Source: an optimization exercise on an open RTL-to-GDS flow (aim: small area). Production flows keep margins and buffers that such runs may drop.
In this exercise RTL edits were held to simulation tests only and were not proved equivalent to the original.
The clock port is modelled as an ideal driver; clocking choices that lean on that would not hold on a real chip.
No activity file was given, so power comes from the tool's default toggle rates.

## register_file
module register_file #(
  parameter int                    DATA_WIDTH     = 32,
  parameter int                    ADDR_WIDTH     = 5,
  parameter logic [DATA_WIDTH-1:0] SP_RESET_VALUE = 32'h0000_03FC
) (
  input  logic                  clk,
  input  logic                  reset,
  input  logic                  RegWrite,
  input  logic [ADDR_WIDTH-1:0] WriteRegister,
  input  logic [DATA_WIDTH-1:0] WriteData,
  input  logic [ADDR_WIDTH-1:0] ReadRegister1,
  input  logic [ADDR_WIDTH-1:0] ReadRegister2,
  output logic [DATA_WIDTH-1:0] ReadData1,
  output logic [DATA_WIDTH-1:0] ReadData2
);
Size in the first run: about 3400 cells after synthesis, ~990 flip-flops, about 110 I/O pins.
Settings: LEC_CHECK=0, CAP_MARGIN=20, CORE_MARGIN=2, CORE_UTILIZATION=50, PLACE_DENSITY=0.75, SLEW_MARGIN=20, SYNTH_HIERARCHICAL=1, SYNTH_MINIMUM_KEEP_SIZE=0; clock period 8.0 ns.
standard.sh (not shown) runs the stock make flow with config.mk's settings and CLKGATE_MAP_FILE= SYNTH_SCRIPT=/design/flow/synth_recipe.tcl, a recipe that flattens the netlist after the stock synthesis.
==> flow/flow/run.sh <==
#!/bin/bash
# Standard layout with these changes:
#  - ports are buffered with the smallest buffer (buf_1);
#  - after placement, the buffers that repair_design inserted are removed
#    (port buffers stay) and the design is repaired again with buffers no
#    larger than buf_2, twice (flow/rebuf.tcl);
#  - the clock tree uses clkbuf_8 leaf buffers over clusters of 16 sinks and
#    clkbuf_16 above them, with no dummy loads;
#  - after the clock tree, max slew / max capacitance are repaired with
#    global-route parasitics and buffers no larger than buf_2
#    (flow/grtfix.tcl), before the standard global route.
set -euo pipefail
export BUFFER_PORTS_ARGS="-buffer_cell sky130_fd_sc_hd__buf_1"
export CTS_ARGS="-sink_clustering_enable -repair_clock_nets -dont_use_dummy_load -buf_list sky130_fd_sc_hd__clkbuf_16 -sink_clustering_buffer sky130_fd_sc_hd__clkbuf_8 -sink_clustering_size 16 -sink_clustering_max_diameter 80"
RES=$PWD/orfs/results/sky130hd/register_file/base
bash standard.sh place > place.log 2>&1
RES_DIR=$RES REBUF_PASSES=2 openroad -no_init -exit flow/rebuf.tcl > rebuf.log 2>&1
bash standard.sh cts > cts.log 2>&1
RES_DIR=$RES openroad -no_init -exit flow/grtfix.tcl > grtfix.log 2>&1
bash standard.sh > finish.log 2>&1
==> flow/flow/grtfix.tcl <==
# Repair max slew / max capacitance with global-route parasitics after CTS,
# with buffers no larger than buf_2, so that the global-route step's own repair
# has little left to do.
set P $::env(FLOW_HOME)/platforms/sky130hd
set R $::env(RES_DIR)
set slew_margin [expr {[info exists ::env(SLEW_MARGIN)] ? $::env(SLEW_MARGIN) : 20}]
set cap_margin [expr {[info exists ::env(CAP_MARGIN)] ? $::env(CAP_MARGIN) : 20}]
read_lef $P/lef/sky130_fd_sc_hd.tlef
read_lef $P/lef/sky130_fd_sc_hd_merged.lef
read_liberty $P/lib/sky130_fd_sc_hd__tt_025C_1v80.lib
read_db $R/4_cts.odb
read_sdc $R/4_cts.sdc
source $P/setRC.tcl
set_propagated_clock [all_clocks]
set_dont_use [get_lib_cells {sky130_fd_sc_hd__probe_p_8 sky130_fd_sc_hd__probec_p_8 sky130_fd_sc_hd__lpflow_* sky130_fd_sc_hd__buf_4 sky130_fd_sc_hd__buf_6 sky130_fd_sc_hd__buf_8 sky130_fd_sc_hd__buf_12 sky130_fd_sc_hd__buf_16 sky130_fd_sc_hd__clkbuf_* sky130_fd_sc_hd__bufbuf_* sky130_fd_sc_hd__clkdlybuf* sky130_fd_sc_hd__dlygate* sky130_fd_sc_hd__dlymetal*}]
set_global_routing_layer_adjustment met1-met5 0.2
set_routing_layers -clock met3-met5
set_routing_layers -signal met1-met5
puts "area before [expr [rsz::design_area]*1e12]"
global_route -congestion_iterations 30
estimate_parasitics -global_routing
repair_design -slew_margin $slew_margin -cap_margin $cap_margin
puts "area after repair [expr [rsz::design_area]*1e12]"
detailed_placement
check_placement -verbose
write_db $R/4_cts.odb
==> flow/flow/rebuf.tcl <==
# Re-run design repair on the placed design with the smaller buffers only:
# remove the buffers that repair inserted (port buffers stay), then repair
# max slew / max capacitance with buffers no larger than buf_2.
set P $::env(FLOW_HOME)/platforms/sky130hd
set R $::env(RES_DIR)
set slew_margin [expr {[info exists ::env(SLEW_MARGIN)] ? $::env(SLEW_MARGIN) : 20}]
set cap_margin [expr {[info exists ::env(CAP_MARGIN)] ? $::env(CAP_MARGIN) : 20}]
read_lef $P/lef/sky130_fd_sc_hd.tlef
read_lef $P/lef/sky130_fd_sc_hd_merged.lef
read_liberty $P/lib/sky130_fd_sc_hd__tt_025C_1v80.lib
read_db $R/3_place.odb
read_sdc $R/3_place.sdc
source $P/setRC.tcl
set_dont_use [get_lib_cells {sky130_fd_sc_hd__probe_p_8 sky130_fd_sc_hd__probec_p_8 sky130_fd_sc_hd__lpflow_* sky130_fd_sc_hd__buf_4 sky130_fd_sc_hd__buf_6 sky130_fd_sc_hd__buf_8 sky130_fd_sc_hd__buf_12 sky130_fd_sc_hd__buf_16 sky130_fd_sc_hd__clkbuf_* sky130_fd_sc_hd__bufbuf_* sky130_fd_sc_hd__clkdlybuf* sky130_fd_sc_hd__dlygate* sky130_fd_sc_hd__dlymetal*}]
estimate_parasitics -placement
puts "buffers before: [llength [get_cells -filter "ref_name=~*buf*"]]"
puts "area before [expr [rsz::design_area]*1e12]"
set passes [expr {[info exists ::env(REBUF_PASSES)] ? $::env(REBUF_PASSES) : 2}]
for {set pass 0} {$pass < $passes} {incr pass} {
set block [ord::get_db_block]
set rm {}
set keep {}
foreach inst [$block getInsts] {
  set m [$inst getMaster]
  if {![regexp {__(buf|clkbuf)_[0-9]+$} [$m getName]]} { continue }
  set port 0
  foreach it [$inst getITerms] {
    set n [$it getNet]
    if {$n ne "NULL" && [llength [$n getBTerms]] > 0} { set port 1 }
  }
  if {!$port} { lappend rm [$inst getName] } else { lappend keep [$inst getName] }
}
set_dont_touch [get_cells $keep]
puts "removing [llength $rm] buffers"
remove_buffers [get_cells $rm]
puts "area after remove [expr [rsz::design_area]*1e12]"
repair_design -slew_margin $slew_margin -cap_margin $cap_margin
puts "area after repair [expr [rsz::design_area]*1e12]"
}
unset_dont_touch [get_cells $keep]
detailed_placement
check_placement -verbose
estimate_parasitics -placement
report_worst_slack -max
report_worst_slack -min
report_check_types -max_slew -max_capacitance -violators
puts "buffers after: [llength [get_cells -filter "ref_name=~*buf*"]]"
write_db $R/3_place.odb
The baseline produced a clean layout.
Edit:
--- a/flow/flow/run.sh
+++ b/flow/flow/run.sh
@@ -7,2 +7,2 @@
-#  - the clock tree uses clkbuf_8 leaf buffers over clusters of 16 sinks and
-#    clkbuf_16 above them, with no dummy loads;
+#  - the clock tree uses only clkbuf_8, with leaf clusters of 16 sinks and
+#    no dummy loads;
@@ -14 +14 @@
-export CTS_ARGS="-sink_clustering_enable -repair_clock_nets -dont_use_dummy_load -buf_list sky130_fd_sc_hd__clkbuf_16 -sink_clustering_buffer sky130_fd_sc_hd__clkbuf_8 -sink_clustering_size 16 -sink_clustering_max_diameter 80"
+export CTS_ARGS="-sink_clustering_enable -repair_clock_nets -dont_use_dummy_load -buf_list sky130_fd_sc_hd__clkbuf_8 -sink_clustering_buffer sky130_fd_sc_hd__clkbuf_8 -sink_clustering_size 16 -sink_clustering_max_diameter 80"
Result:
- The changed run produced a clean layout
- final area barely changes
- sequential share of layout area went up by 0.13 points
- setup slack degrades by 0.010 ns
- register-to-register slack stays flat
- die area is unchanged
- clock-buffer cell count is unchanged
- via count stays flat
- worst hold slack barely changes
- final cell count stays the same
- clock skew barely changes
Edit:
--- a/flow/flow/run.sh
+++ b/flow/flow/run.sh
@@ -7,2 +7,2 @@
-#  - the clock tree uses only clkbuf_8, with leaf clusters of 16 sinks and
-#    no dummy loads;
+#  - the clock tree uses clkbuf_8 leaf buffers over clusters of 16 sinks and
+#    clkbuf_16 above them, with no dummy loads;
@@ -14 +14 @@
-export CTS_ARGS="-sink_clustering_enable -repair_clock_nets -dont_use_dummy_load -buf_list sky130_fd_sc_hd__clkbuf_8 -sink_clustering_buffer sky130_fd_sc_hd__clkbuf_8 -sink_clustering_size 16 -sink_clustering_max_diameter 80"
+export CTS_ARGS="-sink_clustering_enable -repair_clock_nets -dont_use_dummy_load -buf_list sky130_fd_sc_hd__clkbuf_16 -sink_clustering_buffer sky130_fd_sc_hd__clkbuf_8 -sink_clustering_size 16 -sink_clustering_max_diameter 80"
- PLACE_DENSITY: 0.75 -> default
Result:
- The new run passed the timing, design-rule and antenna checks
- routed wire length rose by about 15%
- synthesized cell count does not change
- maximum frequency falls by about 1.4%
- worst hold slack stays flat
- design area rose by about 0.4%
Edit:
--- a/flow/flow/run.sh
+++ b/flow/flow/run.sh
@@ -6 +6,2 @@
-#    larger than buf_2, twice (flow/rebuf.tcl);
+#    larger than buf_2, twice, aiming 10% below the slew and capacitance
+#    limits (flow/rebuf.tcl);
@@ -17 +18 @@
-RES_DIR=$RES REBUF_PASSES=2 openroad -no_init -exit flow/rebuf.tcl > rebuf.log 2>&1
+SLEW_MARGIN=10 CAP_MARGIN=10 RES_DIR=$RES REBUF_PASSES=2 openroad -no_init -exit flow/rebuf.tcl > rebuf.log 2>&1
After rerunning: Power stays flat; non-clock buffer count goes up by 2; synthesized area is unchanged; die area is unchanged; setup slack loses 0.027 ns; flip-flop and latch count does not change; global-route usage stays flat; cell count is unchanged; routed wire length stays flat.

separate check: timing with driven ports:
In the flow no input, the clock included, has a driving cell. The finished layouts below were timed again as built, in two steps. Step 1: set_driving_cell puts a clkbuf_16 on clk and a buf_2 on each other input, an assumption about the parent block. Step 2 adds t to the input delays and takes it off the output delays; t is the mean of the earliest and latest rising clock arrival at the registers after step 1. Input paths then give back, and output paths get back, about the clock's delay inside the block. Three values: ideal, step 1, step 2; two values: the first two.
| run | t, ns | slack for setup (ns) | worst setup path at the end | worst data-port slew with drivers (ns) |
|---|---|---|---|---|
| the first run | 0.669 | 1.215 / 1.129 / 1.129 | input to output | 0.17 |
| the second run | 0.769 | 1.205 / 1.086 / 1.086 | input to output | 0.18 |
| the third run | 0.683 | 1.108 / 1.030 / 1.030 | input to output | 0.15 |
| the fourth run | 0.681 | 1.082 / 1.031 / 1.031 | input to output | 0.14 |
After both steps every run listed still meets setup and hold. The setup slack of the second run, which loses most, moves by -0.119 ns with the drivers and by -0.119 ns with both steps.
